This is an optimization exercise on Yosys and OpenROAD, whose aim is small area, a short achievable clock period and few clock cycles per item, not a production implementation. The RTL was checked by simulation tests, not by an equivalence proof against the original design. No activity file was given, so power comes from the tool's default toggle rates.

==> flow/run.sh <==
#!/bin/bash
# synth_recipe.tcl (not shown) runs the flow's synth.tcl, then flattens the netlist and writes it again
# the make line also repeats each setting of config.mk as NAME=value (left out here)
make -C /OpenROAD-flow-scripts/flow DESIGN_CONFIG=/design/flow/config.mk WORK_HOME=/design/flow/orfs CLKGATE_MAP_FILE= SYNTH_SCRIPT=/design/flow/synth_recipe.tcl finish
==> flow/config.mk <==
export PLATFORM = sky130hd
export DESIGN_NAME = trailing_moving_average
export DESIGN_NICKNAME = trailing_moving_average
export VERILOG_FILES = /design/flow/design.v
export SDC_FILE = /design/flow/constraint.sdc
export NUM_CORES = 4
export LEC_CHECK = 0
export CAP_MARGIN = 20
export CORE_MARGIN = 2
export CORE_UTILIZATION = 40
export CTS_CLUSTER_DIAMETER = 100
export CTS_CLUSTER_SIZE = 24
export SETUP_SLACK_MARGIN = 5
export SLEW_MARGIN = 20
==> flow/design.v <==
`timescale 1ns / 1ps
`default_nettype none
package tma_pkg;
    localparam int MAX_WINDOW = 64;
    localparam int DATA_W     = 32;
    localparam int CFG_W      = 7;
    localparam int SLOT_W     = $clog2(MAX_WINDOW);
    localparam int CNT_W      = $clog2(MAX_WINDOW + 1);
    localparam int SUM_W      = DATA_W + SLOT_W;
    localparam int ITER_W     = $clog2(SUM_W);
    localparam logic [CFG_W-1:0] WINDOW_RESET = CFG_W'(4);
    typedef struct packed {
        logic cfg_write;
        logic accept;
        logic read_old;
        logic update;
        logic div_load;
        logic div_step;
        logic out_load;
    } t_ctrl_cmd;
    typedef struct packed {
        logic div_last;
    } t_dp_status;
    function automatic logic [CNT_W-1:0] eff_window(input logic [CFG_W-1:0] v);
        logic [CNT_W-1:0] w;
        if (v == '0) begin
            w = CNT_W'(1);
        end else if (int'(v) > MAX_WINDOW) begin
            w = CNT_W'(MAX_WINDOW);
        end else begin
            w = CNT_W'(v);
        end
        eff_window = w;
    endfunction
endpackage
`default_nettype wire
`timescale 1ns / 1ps
`default_nettype none
module trailing_moving_average (
    input  wire logic                              i_clk,
    input  wire logic                              i_rst_n,
    input  wire logic                              i_valid,
    output logic                                   o_stall,
    input  wire logic signed [tma_pkg::DATA_W-1:0] i_sample,
    input  wire logic                              i_first_of_set,
    output logic                                   o_valid,
    input  wire logic                              i_stall,
    output logic signed [tma_pkg::DATA_W-1:0]      o_average,
    input  wire logic                              i_cfg_valid,
    output logic                                   o_cfg_ready,
    input  wire logic [tma_pkg::CFG_W-1:0]         i_cfg_data
);
    localparam int DW    = 32;
    localparam int SW    = 38;
    localparam int LW    = 6;               
    localparam int DIV_S = DW / 2;          
    logic sk_v;     
    logic en;
    logic en_d;
    logic rdy;
    assign o_stall     = sk_v;
    assign o_cfg_ready = rdy;
    logic          v0, c0, f0;
    logic [DW-1:0] d0;
    logic [6:0]    g0;
    always_ff @(posedge i_clk) begin
        if (!i_rst_n) begin
            v0 <= 1'b0;
            c0 <= 1'b0;
        end else if (en) begin
            v0 <= i_valid;
            c0 <= i_cfg_valid;
        end
    end
    always_ff @(posedge i_clk) begin
        if (en) begin
            d0 <= i_sample;
            f0 <= i_first_of_set;
            g0 <= i_cfg_data;
        end
    end
    logic [LW-1:0] wm1;                
    logic [LW:0]   fill;               
    logic [LW:0]   f;
    logic          full;
    logic [LW-1:0] g_m1;
    assign f    = f0 ? '0 : fill;
    assign full = !f0 && (fill > {1'b0, wm1});
    assign g_m1 = (g0 == 7'd0) ? 6'd0 : (g0 >= 7'd64) ? 6'd63 : 6'(g0 - 7'd1);
    always_ff @(posedge i_clk) begin
        if (!i_rst_n) begin
            wm1  <= 6'd3;
            fill <= '0;
        end else if (en) begin
            if (c0) begin
                wm1  <= g_m1;
                fill <= '0;
            end else if (v0) begin
                fill <= f0 ? 7'd1 : full ? fill : fill + 7'd1;
            end
        end
    end
    logic [DW-1:0] so [LW+1];          
    logic [DW-1:0] last;               
    assign so[0] = d0;
    for (genvar i = 0; i < LW; i++) begin : g_seg
        localparam int J = LW - 1 - i;
        localparam int L = 1 << J;
        logic [DW-1:0] e [L];
        always_ff @(posedge i_clk) begin
            if (en && v0) begin
                e[0] <= so[i];
                for (int k = 1; k < L; k++) begin
                    e[k] <= e[k-1];
                end
            end
        end
        assign so[i+1] = wm1[J] ? e[L-1] : so[i];
    end
    always_ff @(posedge i_clk) begin
        if (en && v0) begin
            last <= so[LW];
        end
    end
    localparam int HB = 19;            
    localparam int HW = SW - HB;       
    logic          v2, clr2, bw2;
    logic [HB-1:0] dlo2;               
    logic [DW-HB-1:0] dhi2, ohi2;      
    logic [LW-1:0] m2;                 
    logic [HB:0]   dlo_full;
    assign dlo_full = {1'b0, d0[HB-1:0]} - {1'b0, last[HB-1:0]};
    always_ff @(posedge i_clk) begin
        if (!i_rst_n) begin
            v2 <= 1'b0;
        end else if (en) begin
            v2 <= v0;
        end
    end
    always_ff @(posedge i_clk) begin
        if (en) begin
            dlo2 <= full ? dlo_full[HB-1:0] : d0[HB-1:0];
            bw2  <= full && dlo_full[HB];
            dhi2 <= d0[DW-1:HB];
            ohi2 <= full ? last[DW-1:HB] : '0;
            clr2 <= f0 || (fill == '0);
            m2   <= full ? wm1 : f[LW-1:0];
        end
    end
    logic          v3, clr3, c3;
    logic [HB-1:0] lo;
    logic [HW-1:0] dh3;
    logic [LW-1:0] m3;
    logic [HB:0]   lo_n;
    logic [HW:0]   dh_n;
    assign lo_n = {1'b0, clr2 ? {HB{1'b0}} : lo} + {1'b0, dlo2};
    assign dh_n = {{(SW-DW){dhi2[DW-HB-1]}}, dhi2, 1'b1}
                + {~{{(SW-DW){ohi2[DW-HB-1]}}, ohi2}, !bw2};
    always_ff @(posedge i_clk) begin
        if (!i_rst_n) begin
            v3 <= 1'b0;
        end else if (en) begin
            v3 <= v2;
        end
    end
    always_ff @(posedge i_clk) begin
        if (en) begin
            m3   <= m2;
            clr3 <= clr2;
            dh3  <= dh_n[HW:1];
            c3   <= lo_n[HB];
            if (v2) begin
                lo <= lo_n[HB-1:0];
            end
        end
    end
    logic          v4;
    logic [HW-1:0] hi;
    logic [HB-1:0] lo4;                
    logic [LW-1:0] m4;
    logic [HW:0]   hi_n;
    logic [SW-1:0] sum;
    assign hi_n = {clr3 ? {HW{1'b0}} : hi, 1'b1} + {dh3, c3};
    assign sum  = {hi, lo4};
    always_ff @(posedge i_clk) begin
        if (!i_rst_n) begin
            v4 <= 1'b0;
        end else if (en) begin
            v4 <= v3;
        end
    end
    always_ff @(posedge i_clk) begin
        if (en) begin
            m4  <= m3;
            lo4 <= lo;
            if (v3) begin
                hi <= hi_n[HW:1];
            end
        end
    end
    logic          dv [DIV_S];
    logic [LW:0]   dp [DIV_S];         
    logic [DW-1:0] dx [DIV_S];         
    logic [LW-1:0] dm [DIV_S];
    logic [LW:0]   p_last;             
    logic [DW-1:0] x_last;
    logic [LW-1:0] m_last;
    for (genvar s = 0; s < DIV_S; s++) begin : g_div
        localparam int K = (s == DIV_S - 1) ? 1 : 2;     
        logic          iv;
        logic [LW-1:0] im;
        logic [LW:0]   p [K+1];
        logic [DW-1:0] x [K+1];
        if (s == 0) begin : g_first
            assign iv   = v4;
            assign im   = m4;
            assign p[0] = sum[SW-1:DW-1];
            assign x[0] = {sum[DW-2:0], !sum[SW-1]};
        end else begin : g_next
            assign iv   = dv[s-1];
            assign im   = dm[s-1];
            assign p[0] = dp[s-1];
            assign x[0] = dx[s-1];
        end
        for (genvar k = 0; k < K; k++) begin : g_step
            logic [LW:0] trial, pm, pp;
            assign trial  = {p[k][LW-1:0], x[k][DW-1]};
            assign pm     = trial + {1'b1, ~im};                 
            assign pp     = trial + {1'b0, im} + 7'd1;           
            assign p[k+1] = p[k][LW] ? pp : pm;
            assign x[k+1] = {x[k][DW-2:0], !p[k+1][LW]};
        end
        always_ff @(posedge i_clk) begin
            if (!i_rst_n) begin
                dv[s] <= 1'b0;
            end else if (en_d) begin
                dv[s] <= iv;
            end
        end
        if (s == DIV_S - 1) begin : g_last
            assign p_last = p[K];
            assign x_last = x[K];
            assign m_last = im;
        end
        always_ff @(posedge i_clk) begin
            if (en_d) begin
                dp[s] <= p[K];
                dx[s] <= x[K];
                dm[s] <= im;
            end
        end
    end
    logic          inc_n, inc;
    assign inc_n  = !x_last[DW-1]
                    && (p_last[LW] ? (p_last != {1'b1, ~m_last}) : (p_last != '0));
    always_ff @(posedge i_clk) begin
        if (en_d) begin
            inc <= inc_n;
        end
    end
    logic          vl;
    logic [DW-1:0] res;
    logic          out_v;
    logic [DW-1:0] out_d, sk_d;
    logic          pop, push;
    assign vl     = dv[DIV_S-1];
    assign res    = {~dx[DIV_S-1][DW-1], dx[DIV_S-1][DW-2:0]} + {31'd0, inc};
    assign pop  = out_v && !i_stall;
    assign push = en && vl;
    logic fill_sk;                     
    assign fill_sk = out_v && !pop && push;
    always_ff @(posedge i_clk) begin
        if (!i_rst_n) begin
            out_v <= 1'b0;
            sk_v  <= 1'b0;
            en    <= 1'b1;
            en_d  <= 1'b1;
            rdy   <= 1'b1;
        end else begin
            out_v <= pop ? (sk_v || push) : (out_v || push);
            sk_v  <= sk_v ? !pop : fill_sk;
            en    <= sk_v ? pop : !fill_sk;
            en_d  <= en_d ? !fill_sk : pop;
            rdy   <= rdy ? !fill_sk : pop;
        end
    end
    always_ff @(posedge i_clk) begin
        if (!out_v || !i_stall) begin
            out_d <= en_d ? res : sk_d;
        end
        if (en_d) begin
            sk_d <= res;
        end
    end
    assign o_valid   = out_v;
    assign o_average = out_d;
endmodule
`default_nettype wire
==> flow/constraint.sdc <==
create_clock -name core_clock -period 8.0 [get_ports {i_clk}]
set_input_delay 1.6000 -clock core_clock [delete_from_list [all_inputs] [get_ports {i_clk}]]
set_output_delay 1.6000 -clock core_clock [all_outputs]
set_load 0.01 [all_outputs]
==> impl_metrics.csv, run 1 <==
group,metric,value,unit
clocking,worstSkewPairLatency,0.87,ns
clocking,cts_hold_buf,0,
die,ios,80,
place,place_hpwl,99400,um
synthesis,seq_area_frac_synth,0.800,
power_and_ir_drop,ir_worst_vdd,230,uV
sta,slew_violations,0,
critical_path,r2r_slack,5.06,ns
sta,max_slew_margin,0.250,
clocking,clock_sinks,3042,
min_path,min_from,"g_seg[4].e[0][21]$_DFFE_PP_",
synthesis,ys.flop_type,"edfxtp_1",
routing,antenna_left,0,
power_and_ir_drop,power.leakage,44.4,nW
clocking,clockBufferDepth,4,
final_layout,area.growth.synth_to_final,11.1,%
sta,finClkSkew,0.0697,ns
critical_path,required,8.52,ns
routing,detail_route.vias_per_cell,4.75,
critical_path,critPathCaptureType,"register",
critical_path,r2r_end,"dp[11][6]$_DFFE_PP_",
die,die_area,288000,sq um
global_route,grt_pass1_wl,261000,um
place,placed_cells,9754,
critical_path,worstSetupPathType,"reg2reg",
sta,fin_crit,2.94,ns
routing,drc,0,
clocking,clk_pin_slew,0.09,ns
critical_path,r2r-start,"dm[10][0]$_DFFE_PP_",
global_route,overflow,0,
min_path,min_path_cells,0,
synthesis,ys_seq_elements,3042,
clocking,clockRootBuffer,"clkbuf_16",
clocking,htree_levels,4,
critical_path,ff2ff_path_depth,12,
sta,setup_tns,0,ns
routing,wl,168000,um
clocking,cts_buffers,160,
die,core_area,282000,sq um
synthesis,synth.distinct_cells,73,
synthesis,synth_edf_count,2971,
critical_path,crit_arrival,3.47,ns
critical_path,worst_setup_path_start_kind,"register",
global_route,grt_pass1_vias,47300,
outcome,outcome,"finished clean",
synthesis,ys_warn_count,44,
place,io_buffers,79,
routing,vias,48100,
synthesis,postSynthCellCount,5955,
synthesis,synthArstFlopShare,0,
final_layout,drive_above_1_share,0.142,
synthesis,avgSynthCellArea,19.0,sq um
sta,setup_violations,0,
sta,grt_setup_unrepaired,"true",
run,maxCapViolCount,0,
routing,wl_per_cell,16.6,um
global_route,antenna_found_initial,9,
sta,worst_pin_slew,1.12,ns
sta,period_share,0.368,
final_layout,final_cell_mix,"edfxtp_1, ha_1, inv_1",
routing,first_iter_violations,4051,
die,placementRows,195,
die,start_util,0.402,
final_layout,layout_commonest_cell,"edfxtp_1",
die,die_w,536,um
final_layout,multiInputGateArea,22100,sq um
synthesis,syn_area,113000,sq um
final_layout,nFillCells,24200,
critical_path,cp_max_fo,3,
final_layout,regArea,90700,sq um
min_path,hold_end,"g_seg[4].e[1][21]$_DFFE_PP_",
sta,final-hold-violation-count,0,
clocking,cts_tree,"yes",
final_layout,num-nets-final,6886,
final_layout,finalCoreUtilization,0.446,
final_layout,finalNonFillerCells,10100,
min_path,hp-class,"reg2reg",
global_route,grt_use_total,0.113,
global_route,grt_max_degree,189,
power_and_ir_drop,power.density,284,nW/um^2
power_and_ir_drop,total_power,35.7,mW
synthesis,synthesis.nets,6519,
sta,fmax,340,MHz
place,place_congestion,0.789,
routing,drtPass1Iterations,7,
die,die_y,536,um
## critical path, stage by stage (launching register included)
cell and delay, ns:
edfxtp_1 0.44, inv_2 0.13, ha_4 0.14, inv_2 0.04, fa_2 0.52, mux2i_2 0.08, ha_1 0.32, o21bai_1 0.19
a21oi_2 0.08, o21bai_1 0.17, a21oi_1 0.08, mux2_4 0.30, xor2_1 0.17
## where the power goes
group          switching [mW]  internal (mW)
logic                    3.46           3.37
clock network            4.75           3.80
registers               0.735           19.6
total                    8.94           26.8
## timing repair
action / in CTS / in global routing
setup endpoints to repair: 1283 / 816
gates cloned: 5 / 1
resized for setup: 231 / 262
pin swaps: 22 / 167
setup buffers: 50 / 93
## cell usage after synthesis, types with 4 or more instances
| master | instances | area, sq um |
|---|---|---|
| a211o_1 | 4 | 35.0 |
| a211oi_1 | 29 | 218 |
| a21boi_0 | 7 | 52.6 |
| a21o_1 | 41 | 308 |
| a21oi_1 | 278 | 1390 |
| a31o_2 | 4 | 35.0 |
| and2_1 | 18 | 113 |
| and3_1 | 28 | 175 |
| buf_1 | 11 | 41.3 |
| buf_2 | 10 | 50.1 |
| clkbuf_1 | 41 | 154 |
| dfxtp_1 | 71 | 1420 |
| edfxtp_1 | 2971 | 89200 |
| fa_1 | 66 | 1320 |
| ha_1 | 453 | 5670 |
| inv_1 | 380 | 1430 |
| mux2_2 | 95 | 1070 |
| mux2_4 | 113 | 1700 |
| mux2i_1 | 105 | 1050 |
| nand2_1 | 107 | 402 |
| nand2b_1 | 19 | 119 |
| nand3_1 | 32 | 160 |
| nand3b_1 | 7 | 52.6 |
| nand4_1 | 17 | 106 |
| nor2_1 | 223 | 837 |
| nor2b_1 | 68 | 425 |
| nor3_1 | 34 | 170 |
| nor4_1 | 7 | 43.8 |
| o211ai_1 | 18 | 135 |
| o21a_1 | 26 | 195 |
| o21ai_0 | 141 | 706 |
| o21ba_2 | 27 | 270 |
| o21bai_1 | 139 | 1040 |
| o221ai_1 | 12 | 105 |
| o22ai_1 | 4 | 25.0 |
| o31ai_1 | 8 | 60.1 |
| o41ai_1 | 4 | 35.0 |
| or3_1 | 4 | 25.0 |
| or4_1 | 6 | 45.0 |
| xnor2_1 | 191 | 1670 |
| xor2_1 | 88 | 771 |
## metal layers
layer	track usage	vias up	part of all wire
met1	0.166	24200	0.49
met2	0.175	557	0.45
met3	0.0173	245	0.035
li1	-	23100	-
met5	0	-	0
met4	0.0295	0	0.022
## flip-flops by register name (all words and copies together) (netlist names), 7 cells and up
name     count
dlo2        19
lo4         19
hi          19
g_seg.e   2016
sk_d        32
d0          32
ohi2        13
lo          19
dh3         19
last        32
out_d       32
dx         512
dp         105
g0           7
fill         7
dv          16
dm          90
dhi2        13
## how the worst max path moves through the flow
stage	startpoint	endpoint	slack, ns	depth (start not counted)
after global routing	dx[1][31]$_DFFE_PP_	dx[2][0]$_DFFE_PP_	4.88	13
after detailed placement	clr3$_DFFE_PP_	hi[18]$_DFFE_PP_	4.28	10
after CTS	out_v$_SDFF_PN0_	o_valid	4.79	1
final	dm[10][0]$_DFFE_PP_	dp[11][6]$_DFFE_PP_	5.06	12
after floorplan	en$_SDFF_PN1_	g_seg[0].e[0][0]$_DFFE_PP_	-24.24	2
after global placement	clr3$_DFFE_PP_	hi[18]$_DFFE_PP_	4.25	10
## per-stage QoR
stage | hold slack, ns | setup WS [ns] | area (sq um)
final | 0.387 | 5.06 | 126000
after global routing | 0.390 | 4.88 | 126000
after CTS | 0.380 | 4.79 | 124000
after detailed placement | 0.405 | 4.28 | 119000
after global placement | 0.400 | 4.25 | 119000
after floorplan | 0.400 | -24.24 | 113000
## final cells by class
type / instances / share of cell area
flip-flops and latches: 3042 / 0.721
repair inverters: 2 / 0.0000994
well taps: 3743 / 0.0372
clock inverters: 24 / 0.00258
diodes: 5 / 0.0000994
inverters: 384 / 0.0115
multi-input cells: 2463 / 0.176
repair buffers: 269 / 0.0189
clock buffers: 192 / 0.0331
## cells by family after synthesis
family                     after synthesis  synth area share
and+or+nand+nor                        579            0.0243
DFF                                   3042             0.800
AOI/OAI and AO/OA                      770            0.0429
buffers and inverters                  450            0.0155
muxes                                  314            0.0338
adders and majority gates              519            0.0617
xor gates and xnor gates               281            0.0219
Testbench counts, summed over its fixed seeds: cycles 4,992, items 4,800.
==> run 2, diff against run 1 <==
--- a/flow/design.v
+++ b/flow/design.v
@@ -223,11 +223,20 @@
             assign x[0] = dx[s-1];
         end
         for (genvar k = 0; k < K; k++) begin : g_step
-            logic [LW:0] trial, pm, pp;
-            assign trial  = {p[k][LW-1:0], x[k][DW-1]};
-            assign pm     = trial + {1'b1, ~im};                 
-            assign pp     = trial + {1'b0, im} + 7'd1;           
-            assign p[k+1] = p[k][LW] ? pp : pm;
+            logic [LW:0] trial;
+            assign trial = {p[k][LW-1:0], x[k][DW-1]};
+            if (k == 0) begin : g_one
+                logic          sub;
+                logic [LW+1:0] acc;
+                assign sub    = !p[k][LW];
+                assign acc    = {trial, 1'b1} + {{1'b0, im} ^ {(LW+1){sub}}, !sub};
+                assign p[k+1] = acc[LW+1:1];
+            end else begin : g_two
+                logic [LW:0] pm, pp;
+                assign pm     = trial + {1'b1, ~im};             
+                assign pp     = trial + {1'b0, im} + 7'd1;       
+                assign p[k+1] = p[k][LW] ? pp : pm;
+            end
             assign x[k+1] = {x[k][DW-2:0], !p[k+1][LW]};
         end
         always_ff @(posedge i_clk) begin
==> run 2 against run 1 <==
Compared with the run above:
- final area is 1.3% lower
- sequential cell count unchanged
- synthesized cell count decreased by 4.3%
- non-clock buffer count down 41
- first-iteration DRC count shrank 4.6%
- highest routed layer is now met5
- global-route usage shrank 0.42 points
- maximum frequency rose by 0.69%
- register-to-register slack gained 0.02 ns
- wire length shrank 4.4%
- clock power up 0.7%
==> impl_metrics.csv, run 2 <==
group,metric,value,unit
final_layout,finalInstanceArea,124000,sq um
sta,final-hold-violation-count,0,
place,place_congestion,0.784,
clocking,cts_tree,"yes",
critical_path,critPathTopFamily,"adder cells",
routing,drc,0,
place,placed_cells,9455,
routing,wl_per_cell,16.3,um
power_and_ir_drop,p_seq_frac,0.497,
sta,setup_violations,0,
routing,first_iter_violations,3866,
sta,period_share,0.365,
sta,slew_violations,0,
die,start_util,0.403,
routing,drtPass1Iterations,5,
sta,fin_crit,2.92,ns
routing,detail_route.vias_per_cell,4.74,
clocking,cts_buffers,160,
place,place_hpwl,92000,um
final_layout,finalNonFillerCells,9800,
synthesis,yosysMostFrequentCell,"edfxtp_1",
critical_path,critPathCaptureType,"register",
die,die_y,532,um
clocking,clockBufferDepth,4,
power_and_ir_drop,ir_worst_vdd,244,uV
final_layout,final_cell_mix,"edfxtp_1, ha_1, xnor2_1",
global_route,grt_pass1_wl,252000,um
critical_path,required,8.54,ns
die,die_w,532,um
final_layout,largest_register_ffs,2016,
die,die_area,283000,sq um
routing,wl,160000,um
routing,antenna_left,0,
synthesis,synth.distinct_cells,66,
critical_path,slowest_stage,"edfxtp_1",
power_and_ir_drop,total_power,41.4,mW
die,core_area,277000,sq um
place,place_area,117000,sq um
global_route,grt_pass1_vias,45900,
synthesis,synthTopCellsByArea,"edfxtp_1, ha_1, xnor2_1, mux2_4, dfxtp_1",
outcome,outcome,"finished clean",
sta,setup_tns,0,ns
sta,hold_ws,0.387,ns
synthesis,syn_area,112000,sq um
die,placementRows,193,
final_layout,drive_above_1_share,0.141,
synthesis,ys_warn_count,44,
clocking,cts_hold_buf,0,
global_route,grt_max_degree,227,
power_and_ir_drop,switchingPower,11.7,mW
synthesis,synthTopCellsByCount,"edfxtp_1, ha_1, xnor2_1",
power_and_ir_drop,power.leakage,43.1,nW
critical_path,worstSetupPathType,"reg2reg",
sta,fmax,342,MHz
synthesis,synth_edf_count,2971,
synthesis,synthArstFlopShare,0,
die,ios,80,
global_route,grt_use_total,0.109,
place,dp_slack,4.23,ns
final_layout,layout_commonest_cell,"edfxtp_1",
sta,worst_pin_slew,1.15,ns
min_path,hp-class,"reg2reg",
sta,finClkSkew,0.0674,ns
clocking,worstSkewPairLatency,0.87,ns
clocking,clockRootBuffer,"clkbuf_16",
synthesis,ys.flop_type,"edfxtp_1",
final_layout,finalCoreUtilization,0.448,
routing,vias,46400,
power_and_ir_drop,internal-power,29.7,mW
global_route,antenna_found_initial,11,
sta,setup_ws,5.08,ns
power_and_ir_drop,power.density,334,nW/um^2
sta,grt_setup_unrepaired,"true",
global_route,overflow,0,
clocking,clock_sinks,3042,
synthesis,synth_top_area_cell,"edfxtp_1",
synthesis,ys_seq_elements,3042,
power_and_ir_drop,pwr-share-clk,0.208,
synthesis,synthesis.nets,6165,
critical_path,crit_arrival,3.47,ns
synthesis,postSynthCellCount,5699,
critical_path,cp_num_buf_inv,1,
critical_path,worst_setup_path_start_kind,"register",
synthesis,avgSynthCellArea,19.6,sq um
sta,max_slew_margin,0.237,
clocking,clk_pin_slew,0.09,ns
critical_path,cp_max_fo,6,
clocking,htree_levels,4,
place,io_buffers,79,
synthesis,synth.top_cell.area_share,0.800,
final_layout,num-nets-final,6493,
final_layout,nFillCells,23400,
critical_path,path_common_cell,"o21bai_1",
critical_path,critPathMaxStageDelay,0.54,ns
synthesis,seq_area_frac_synth,0.812,
final_layout,reg_top3,"g_seg.e x2016, dx x512, dp x105",
run,maxCapViolCount,0,
power_and_ir_drop,comb_power_share,0.295,
final_layout,area.growth.synth_to_final,11.3,%
final_layout,regMostFlops,"g_seg.e",
power_and_ir_drop,sw_frac_of_total,0.282,
critical_path,cp_cell_sequence,"xnor2_1, ha_1, xor2_2, inv_2, fa_2, o21bai_1, a21oi_2, o21bai_1, a21oi_1, nor2_1, a21oi_4, xor2_1",
run 2: changes by cell type in the layout (fill, tap and decap cells not counted), sizes merged, moves of 16 or more:
cell    before  now
a21oi      278  262
buf        222  179
fa          66   34
ha         453  387
inv        397  310
mux2       209  193
nor2       223  155
o21ai      142   78
o21bai     139  112
xnor2      191  326
run 2: area by class of cell:
| cell class | instances | area (sq um) | area share |
|---|---|---|---|
| Clock inverter | 25 | 363 | 0.00292 |
| Antenna cell | 2 | 5.00 | 0.0000403 |
| Sequential cell | 3042 | 90700 | 0.730 |
| Multi-Input combinational cell | 2299 | 21000 | 0.169 |
| Clock buffer | 203 | 4200 | 0.0338 |
| Inverter | 296 | 1140 | 0.00918 |
| Tap cell | 3705 | 4640 | 0.0373 |
| Timing Repair Buffer | 228 | 2110 | 0.0170 |
run 2: power by group through the flow:
stage                     Sequential (mW)  Combinational, mW  Clock, mW
after CTS                            20.6               10.8       9.03
after detailed placement             21.1               10.3          0
after global placement               21.0               9.94          0
after floorplan                      20.8               8.45          0
after global routing                 20.8               13.6       9.55
final                                20.6               12.2       8.61
run 2: worst paths after layout:
path / from / to / slack, ns / depth (start not counted)
worst max-delay path: dp[5][6]$_DFFE_PP_ / dx[6][0]$_DFFE_PP_ / 5.08 / 12
worst min-delay path: g_seg[1].e[4][6]$_DFFE_PP_ / g_seg[1].e[5][6]$_DFFE_PP_ / 0.39 / 0
worst max register to register: dp[5][6]$_DFFE_PP_ / dx[6][0]$_DFFE_PP_ / 5.08 / 12
worst min register to register: g_seg[1].e[4][6]$_DFFE_PP_ / g_seg[1].e[5][6]$_DFFE_PP_ / 0.39 / 0
run 2: cells by family (layout without fill, tap and decap cells):
group | count (synthesis) | in the layout | share of synthesized area
AOI/OAI and AO/OA | 656 | 656 | 0.0383
DFF | 3042 | 3042 | 0.812
xor gates and xnor gates | 419 | 420 | 0.0329
adders and majority gates | 421 | 421 | 0.0495
other | 0 | 2 | 0
buffers and inverters | 359 | 752 | 0.0128
and+or+nand+nor | 512 | 512 | 0.0221
muxes | 290 | 290 | 0.0322
run 2: worst reg2reg max path, stage by stage, from the launching register on:
cell and delay [ns]:
edfxtp_1 0.54, xnor2_1 0.19, ha_1 0.36, xor2_2 0.24
inv_2 0.08, fa_2 0.37, o21bai_1 0.18, a21oi_2 0.09
o21bai_1 0.16, a21oi_1 0.09, nor2_1 0.19, a21oi_4 0.06
xor2_1 0.15
run 2: what timing repair did:
action | 4_1_cts | 5_1_grt
setup endpoints to repair | 969 | 769
resized for setup | 210 | 251
pin swaps | 0 | 133
setup buffers | 55 | 54
cloned | 2 | 3
run 2: routing by layer:
metal	global-route usage	up-vias	part of all wire
li1	-	22100	-
met1	0.160	23500	0.48
met2	0.167	614	0.46
met3	0.0173	228	0.035
met4	0.0307	4	0.025
met5	0	-	0.00015
Testbench counts of run 2, summed over its fixed seeds: cycles 4,992, items 4,800.

[what the ideal ports hide]
The flow's constraints put no driver on any port. The routed layouts listed below were extracted and timed again, unchanged, in two steps.
Step 1: set_driving_cell puts a clkbuf_16 on i_clk and a buf_2 on each other input, an assumption about the parent block.
Step 2 adds t to the input delays and takes it off the output delays; t is the mean of the earliest and latest rising clock arrival at the registers after step 1. Input paths then give back, and output paths get back, about the clock's delay inside the block.
Slacks: ideal / step 1 / step 2; pairs: ideal / step 1.
run | t, ns | slack for setup (ns) | worst data-port slew with drivers (ns) | cell pins on the clock port's net
run 1 | 0.924 | 5.056 / 4.959 / 4.713 | 0.16 | 1
run 2 | 0.904 | 5.076 / 5.006 / 4.746 | 0.08 | 1
After both steps every run listed still meets setup and hold. The setup slack of run 1, which loses most, moves by -0.097 ns with the drivers and by -0.343 ns with both steps.
